Source: an optimization exercise on an open RTL-to-GDS flow (aim: small area, a short achievable clock period and few clock cycles). Production flows keep margins and buffers that such runs may drop. Function was not checked in any run shown here: the RTL went through the layout flow alone. Power figures rest on the tool's default switching activity, not on a simulated workload.

==> flow/design.v (outline; a module is shown in full before it is edited, if it fits) <==
// module mac_fa: 4 lines
// module mac_ha: 4 lines
// module approx_mac_top: 1763 lines
module approx_mac_top (
    input  wire                         clk,
    input  wire                         arst_n,
    input  wire [33:0]                  cmd,     
    input  wire                         cmd_valid,
    output logic                        cmd_ready,
    output logic [151:0]                result,  
    output logic                        result_valid,
    input  wire                         result_ready
);
  // ...
==> flow/flow/run.sh <==
#!/bin/bash
# The standard layout (the standard.sh, all ORFS steps unchanged), except that the
# port buffers buffer_ports inserts are sky130_fd_sc_hd__buf_1 cells instead of the
# delay buffers it picks by default. Every input and output port still gets a buffer.
set -euo pipefail
export BUFFER_PORTS_ARGS="-buffer_cell sky130_fd_sc_hd__buf_1"
bash standard.sh > standard_flow.log 2>&1
==> flow/standard.sh <==
#!/bin/bash
# synth_recipe.tcl (not shown) runs the flow's synth.tcl, then flattens the netlist and writes it again
# the make line also repeats each setting of config.mk as NAME=value (left out here)
make -C /OpenROAD-flow-scripts/flow DESIGN_CONFIG=/design/flow/config.mk WORK_HOME=/design/flow/orfs CLKGATE_MAP_FILE= SYNTH_SCRIPT=/design/flow/synth_recipe.tcl "${@:-finish}"
==> flow/config.mk <==
export PLATFORM = sky130hd
export DESIGN_NAME = approx_mac_top
export DESIGN_NICKNAME = approx_mac_top
export VERILOG_FILES = /design/flow/design.v
export SDC_FILE = /design/flow/constraint.sdc
export NUM_CORES = 4
export LEC_CHECK = 0
export CAP_MARGIN = 20
export CORE_MARGIN = 2
export CORE_UTILIZATION = 60
export CTS_BUF_LIST = sky130_fd_sc_hd__clkbuf_8
export CTS_CLUSTER_DIAMETER = 60
export CTS_CLUSTER_SIZE = 16
export SETUP_SLACK_MARGIN = 5
export SLEW_MARGIN = 20
export SYNTH_HIERARCHICAL = 1
==> flow/constraint.sdc <==
create_clock -name core_clock -period 9.0 [get_ports {clk}]
set_input_delay 1.8000 -clock core_clock [delete_from_list [all_inputs] [get_ports {clk}]]
set_output_delay 1.8000 -clock core_clock [all_outputs]
set_load 0.01 [all_outputs]
==> flow_summary_export.csv, run 1 <==
group,metric,value,unit
outcome,status,"complete, no violations",
layout,fin_nets,2827,
global_route,grt_use_met1,41.8,%
pwr,power_leader,"combinational cells",
global_route,grt_start_max_net_pins,67,
synthesis,synth_compound_area_share,9.86,%
worst_setup_path,r2r_slack,5.08,ns
layout,fillers,2930,
clocking,path_clk_slew,0.09,ns
synthesis,synth_top_family_by_area,"adder cells",
worst_setup_path,critPathCaptureType,"flip-flop",
pwr,switchingPower,4.66,mW
synthesis,ys_seq_area_share,28.7,%
global_route,gr-usage-met3,4.30,%
sta,maxSlewHeadroom,38.4,%
floorplanning,die_h,197,microns
layout,largest_reg_flops,62,
synthesis,yosys-mux-area-fraction,2.23,%
pwr,irDropWorstVdd,0.193,mV
layout,multi_input_gates,1740,
floorplanning,initial_core_util,61.0,%
worst_setup_path,crit_buf_inv,2,
global_route,gr-total-overflow,0,
detailed_routing,drt_wl_total,58900,microns
worst_setup_path,critPathLaunch,"x[0]",
pwr,p_clk_share,10.2,%
clocking,cts_tree,"done",
synthesis,yosys.area_share.adder,32.5,%
==> run 2, diff against run 1 <==
--- a/flow/design.v
+++ b/flow/design.v
@@ -1036,20 +1036,20 @@
     logic at_w72;
     logic at_w73;
     logic at_w74;
     logic at_w75;
     logic at_w76;
     logic at_w77;
     logic at_w78;
     logic [61:0] pr_q;
-    logic [6:0] er_q;
-    logic [16:0] elo;
-    logic [16:0] elo_q;
-    logic [5:0] ehi;
+    logic [14:0] er_q;
+    logic [12:0] elo;
+    logic [12:0] elo_q;
+    logic [9:0] ehi;
     assign pt_w3 = (x[6] & y[8]);
     assign pt_w4 = (x[7] & y[7]);
     assign pt_w5 = (x[8] & y[6]);
     mac_fa pt_fa5 (.a(pt_w3), .b(pt_w4), .c(pt_w5), .s(pt_w1), .co(pt_w2));
     assign pt_w8 = (x[9] & y[5]);
     assign pt_w9 = (x[10] & y[4]);
     assign pt_w10 = (x[11] & y[3]);
     mac_fa pt_fa10 (.a(pt_w8), .b(pt_w9), .c(pt_w10), .s(pt_w6), .co(pt_w7));
@@ -1637,17 +1637,17 @@
     mac_fa et_fa167 (.a(et_w119), .b(et_w120), .c(et_w167), .s(et_w165), .co(et_w166));
     mac_fa et_fa169 (.a(et_w121), .b(et_w122), .c(et_w84), .s(et_w168), .co(et_w169));
     assign et_w172 = ~((x[2] & y[14]) ^ (x[3] & y[13]));
     mac_fa et_fa172 (.a(et_w123), .b(et_w124), .c(et_w172), .s(et_w170), .co(et_w171));
     assign et_w175 = ~((x[4] & y[13]) ^ (x[5] & y[12]));
     mac_fa et_fa175 (.a(et_w125), .b(et_w126), .c(et_w175), .s(et_w173), .co(et_w174));
     assign et_w176 = ~(et_w127 ^ ((x[4] & y[13]) ^ (x[5] & y[12])));
     assign et_w177 = et_w127 | ((x[4] & y[13]) ^ (x[5] & y[12]));
-    assign elo = {1'b0, et_w166, et_w163, et_w161, et_w159, et_w156, et_w153, et_w150, et_w147, et_w145, et_w142, et_w139, et_w136, et_w132, et_w130, et_w129, 1'b1} + {1'b0, et_w168, et_w165, et_w162, et_w160, et_w158, et_w155, et_w152, et_w149, et_w146, et_w144, et_w141, et_w138, et_w135, et_w131, ~(x[1] & y[0]), ~(x[0] & y[0])};
+    assign elo = {1'b0, et_w156, et_w153, et_w150, et_w147, et_w145, et_w142, et_w139, et_w136, et_w132, et_w130, et_w129, 1'b1} + {1'b0, et_w158, et_w155, et_w152, et_w149, et_w146, et_w144, et_w141, et_w138, et_w135, et_w131, ~(x[1] & y[0]), ~(x[0] & y[0])};
     always_ff @(posedge clk) begin
         elo_q <= elo;
         pr_q[0] <= ((x[0] & y[0]) & ex);
         pr_q[1] <= ((x[0] & y[1]) & ex);
         pr_q[2] <= ((x[1] & y[0]) & ex);
         pr_q[3] <= pt_w620;
         pr_q[4] <= ((x[2] & y[0]) & ex);
         pr_q[5] <= pt_w621;
@@ -1702,23 +1702,31 @@
         pr_q[54] <= pt_w676;
         pr_q[55] <= pt_w677;
         pr_q[56] <= pt_w678;
         pr_q[57] <= pt_w679;
         pr_q[58] <= pt_w681;
         pr_q[59] <= pt_w682;
         pr_q[60] <= pt_w684;
         pr_q[61] <= pt_w685;
-        er_q[0] <= et_w169;
-        er_q[1] <= et_w170;
-        er_q[2] <= et_w171;
-        er_q[3] <= et_w173;
-        er_q[4] <= et_w174;
-        er_q[5] <= et_w176;
-        er_q[6] <= et_w177;
+        er_q[0] <= et_w159;
+        er_q[1] <= et_w160;
+        er_q[2] <= et_w161;
+        er_q[3] <= et_w162;
+        er_q[4] <= et_w163;
+        er_q[5] <= et_w165;
+        er_q[6] <= et_w166;
+        er_q[7] <= et_w168;
+        er_q[8] <= et_w169;
+        er_q[9] <= et_w170;
+        er_q[10] <= et_w171;
+        er_q[11] <= et_w173;
+        er_q[12] <= et_w174;
+        er_q[13] <= et_w176;
+        er_q[14] <= et_w177;
     end
     mac_ha at_ha2 (.a(acc[1]), .b(pr_q[1]), .s(at_w1), .co(at_w2));
     mac_fa at_fa4 (.a(acc[2]), .b(pr_q[3]), .c(pr_q[4]), .s(at_w3), .co(at_w4));
     mac_fa at_fa6 (.a(acc[3]), .b(pr_q[5]), .c(pr_q[6]), .s(at_w5), .co(at_w6));
     mac_fa at_fa8 (.a(acc[4]), .b(pr_q[7]), .c(pr_q[8]), .s(at_w7), .co(at_w8));
     mac_fa at_fa10 (.a(acc[5]), .b(pr_q[9]), .c(pr_q[10]), .s(at_w9), .co(at_w10));
     mac_fa at_fa12 (.a(acc[6]), .b(pr_q[11]), .c(pr_q[12]), .s(at_w11), .co(at_w12));
     mac_fa at_fa14 (.a(acc[7]), .b(pr_q[13]), .c(pr_q[14]), .s(at_w13), .co(at_w14));
@@ -1760,18 +1768,18 @@
     assign at_w73 = ~acc[37];
     assign at_w74 = acc[37];
     assign at_w75 = ~acc[38];
     assign at_w76 = acc[38];
     assign at_w77 = ~acc[39];
     assign at_w78 = acc[39];
     assign acc_s = {at_w76, at_w74, at_w72, at_w70, at_w68, at_w66, at_w64, at_w62, at_w60, at_w58, at_w56, at_w54, at_w52, at_w50, at_w48, at_w46, at_w44, at_w42, at_w40, at_w38, at_w36, at_w34, at_w32, at_w30, at_w28, at_w26, at_w24, at_w22, at_w20, at_w18, at_w16, at_w14, at_w12, at_w10, at_w8, at_w6, at_w4, at_w2, at_w1, acc[0]};
     assign acc_c = {at_w77, at_w75, at_w73, at_w71, at_w69, at_w67, at_w65, at_w63, at_w61, at_w59, at_w57, at_w55, at_w53, at_w51, at_w49, at_w47, at_w45, at_w43, at_w41, at_w39, at_w37, at_w35, at_w33, at_w31, at_w29, at_w27, at_w25, at_w23, at_w21, at_w19, at_w17, at_w15, at_w13, at_w11, at_w9, at_w7, at_w5, at_w3, pr_q[2], pr_q[0]};
-    assign ehi = {1'b1, er_q[6], er_q[4], er_q[2], er_q[0], 1'b1} + {1'b0, 1'b0, er_q[5], er_q[3], er_q[1], elo_q[16]};
-    assign d = {ehi[5:1], elo_q[15:0]};
+    assign ehi = {1'b1, er_q[14], er_q[12], er_q[10], er_q[8], er_q[6], er_q[4], er_q[2], er_q[0], 1'b1} + {1'b0, 1'b0, er_q[13], er_q[11], er_q[9], er_q[7], er_q[5], er_q[3], er_q[1], elo_q[12]};
+    assign d = {ehi[9:1], elo_q[11:0]};
     logic [48-1:0]  err_sum;
     logic [19:0]            max_q;
     logic [32-1:0] approx_cnt;
     logic                   neg;
     logic [19:0]            d_inv;    
     logic [19:0]            abs_err;  
     logic [48:0]            sum_nxt;
     logic [21:0]            cmp;      
==> run 2 against run 1 <==
Net effect: synthesized area about the same; combinational power up 16%; die area about the same; clock-buffer cell count unchanged; synthesized cell count up 0.32%.
==> flow_summary_export.csv, run 2 <==
group,metric,value,unit
outcome,status,"complete, no violations",
detailed_routing,vias,17300,
worst_setup_path,cp.required,9.56,ns
sta,worst_pin_slew,1.07,ns
clocking,htree_num_levels,1,
synthesis,netlist_top_cells_count,"fa_1 (267), nand2_1 (224), and2_1 (173)",
synthesis,ys.flop_type,"dfrtp_1",
detailed_routing,viasPerCell,5.94,
global_route,antenna_found_initial,1,
layout,synthToLayoutAreaGrowth,14.0,%
worst_setup_path,cp_max_fo,7,
place,dp_hpwl,42600,microns
floorplanning,die_w,197,microns
global_route,gr-total-overflow,0,
synthesis,synth_top_family_by_area,"adder cells",
place,port_buffers,179,
synthesis,avgSynthCellArea,10.2,sq um
global_route,grt_start_max_net_pins,68,
layout,seq_area,6480,sq um
worst_setup_path,cp.arrival,4.71,ns
synthesis,synth.cell_area,22300,sq um
synthesis,netlist-cell-type-count,78,
layout,largest_reg_flops,62,
layout,layout.cells.most_common_list,"fa_1 (266), nand2_1 (216), buf_1 (178), and2_1 (172), dfrtp_1 (144)",
sta,fin_crit,4.15,ns
layout,fillers,2864,
synthesis,ys_seq_area_share,29.0,%
synthesis,synthSimpleGateAreaFrac,17.7,%
detailed_routing,drt_iter0_markers,950,
global_route,grt_pass1_vias,17600,
sta,clock_skew,0.0223,ns
synthesis,yosys.area_share.adder,32.5,%
synthesis,synth_xor_area_share,5.50,%
synthesis,synth_compound_area_share,10.8,%
sta,max_clock_freq,241,MHz
worst_setup_path,critPathKind,"flip-flop to flip-flop",
clocking,cts_tree,"done",
layout,final_common_cell,"fa_1",
layout,drive_above_1_share,11.3,%
clocking,cts_made_buffers,29,
sta,finalHoldViolCount,0,
synthesis,ys_async_sr_fraction,54.1,%
floorplanning,core,36600,sq um
synthesis,yosysTopAreaCell,"fa_1",
synthesis,yosysWarningCount,7,
floorplanning,die_h,197,microns
sta,fin_tns_setup,0,ns
detailed_routing,wl_per_cell,20.7,microns
synthesis,synth_edf_count,34,
synthesis,yosys-mux-area-fraction,0.589,%
sta,finalSetupViolCount,0,
layout,utilization,69.5,%
floorplanning,num_io_pins,192,
synthesis,synth_most_common_cell,"fa_1",
sta,maxSlewHeadroom,28.7,%
clocking,cts_buffer_depth,3,
clocking,path_clk_slew,0.10,ns
layout,fin_nets,2870,
detailed_routing,postRouteAntennaNets,0,
synthesis,synth_top_area_share,24.0,%
global_route,grtUsageTotal,30.8,%
sta,final-max-slew-violation-count,0,
place,gp_congestion,0.903,
worst_setup_path,critPathCaptureType,"flip-flop",
synthesis,synthTopCellsByArea,"fa_1 (24%), dfrtp_1 (16%), ha_1 (8.5%)",
worst_setup_path,cp-start-kind,"flip-flop",
detailed_routing,drt_wl_total,60100,microns
synthesis,synth.ff_latch_count,270,
job,cap_violations,0,
floorplanning,initial_core_util,60.9,%
layout,top_register,"pr_q",
pwr,irDropWorstVdd,0.217,mV
min_path,hp-class,"flip-flop to flip-flop",
layout,multi_input_area,15800,sq um
clocking,clk_latency,0.66,ns
detailed_routing,detail_route.first_pass.iterations,5,
layout,reg.largest.list,"pr_q: 62 flops, err_sum: 48 flops, acc: 40 flops",
floorplanning,dieArea,38700,sq um
global_route,grt_first_pass_wirelength,94000,microns
pwr,power_density,415,nW/um^2
pwr,power.static_leakage,11.4,nW
clocking,clkSinkCount,270,
sta,finalCritPeriodShare,46.1,%
sta,rsz0062_at_grt,"yes",
floorplanning,num_rows,70,
synthesis,syn_inst,2197,
clocking,cts_root_buf,"clkbuf_8",
detailed_routing,drc_errors,0,
[run 2: logic make-up (layout without fill, tap and decap cells)]
logic type,count (synthesis),in the layout
simple gates,782,782
compound gates,364,372
mux,13,13
other cells,1,13
flops,270,270
buf+inv,208,428
xor+xnor,140,140
fa+ha+maj,419,419
[run 2: routing by layer]
metal  global-route usage (%)  wire length (microns)  vias to the layer above
li1                         -                      -                     7896
met1                     40.6                  25100                     8675
met2                     52.4                  29300                      560
met3                     3.76                   3420                      124
met4                     11.9                   2200                        2
met5                        0                      9                        -
[run 2: layout make-up]
cell class,count,share of cell area [%]
clock inverters,22,0.939
inverters,93,1.37
clock buffers,32,1.73
repair buffers,281,6.16
diodes,1,0.00984
multi-input cells,1738,62.0
well taps,468,2.30
flip-flops and latches,270,25.5
[run 2: modules after synthesis, one instance, submodules excluded]
module / flops+latches / cell area, sq um
mac_fa: 0 / 20.0
approx_mac_top: 270 / 16600
mac_ha: 0 / 12.5
[run 2: worst max-delay path: stages (launching register included)]
cell and delay (ns):
dfxtp_1 0.38, ha_1 0.24, a21o_1 0.18, a21oi_4 0.19
o211a_4 0.22, o21ai_4 0.09, buf_12 0.20, xnor2_1 0.28
ha_1 0.31, a21o_1 0.18, a21o_1 0.18, a21oi_1 0.25
o32ai_2 0.12, or4_4 0.57, a31oi_4 0.24, buf_6 0.16
a211o_4 0.15, nand2_1 0.06, o31ai_1 0.06
[run 2: final timing paths]
path / startpoint / to / slack [ns] / depth (start not counted)
max in group asynchronous: arst_n / b_clr / 6.01 / 3
max: er_q[1] / max_q[12] / 4.85 / 18
min in group asynchronous: arst_n / approx_cnt[14] / 1.27 / 1
min reg2reg: a_op[1] / b_apx / 0.51 / 1
max reg2reg: er_q[1] / max_q[12] / 4.85 / 18
min: a_op[1] / b_apx / 0.51 / 1
[run 2: metrics by stage]
step	std cells	power (mW)	worst slack [ns]	cell area [sq um]	hold slack [ns]
floorplan	2208	6.93	5.04	22400	0.462
global placement	2758	8.39	4.11	23300	0.484
detailed placement	2758	8.55	3.81	23300	0.501
CTS	2866	9.96	4.95	24700	0.515
global route	2904	11.5	4.71	25400	0.539
finish	2905	10.6	4.85	25400	0.515
[run 2: repair_timing]
item,CTS,global route
gates resized for setup,41,83
gates cloned,7,2
pin swaps,14,39
setup endpoints to repair,83,67
hold buffers,0,0
buffers inserted,47,36
[run 2: report_power, final]
part	switching (mW)	internal [mW]	leakage [nW]
sequential	0.380	1.62	3.05
clock	0.510	0.414	0.358
combinational	4.29	3.35	7.96
total	5.18	5.39	11.4

==> what the ideal ports hide <==
The results above use ideal ports. As a check the final layouts listed here were re-extracted and re-timed, cells and wires unchanged.
Step 1 sets driving cells, clkbuf_16 on the clock port and buf_2 on the other inputs (assumed; they add their load-dependent delay and slew).
Step 2 moves the port delays by t, midway between the first and last clock arrival at a register: inputs arrive t later, outputs are due t later. That takes back most of the time a late clock gives input paths.
Three values: ideal, step 1, step 2; two values: the first two.
run	t, ns	slack for setup (ns)	hold WS [ns]
run 1	0.709	5.076 / 5.076 / 5.076	0.516 / 0.516 / 0.516
run 2	0.698	4.851 / 4.851 / 4.851	0.515 / 0.515 / 0.515
After both steps every run listed still meets setup and hold.
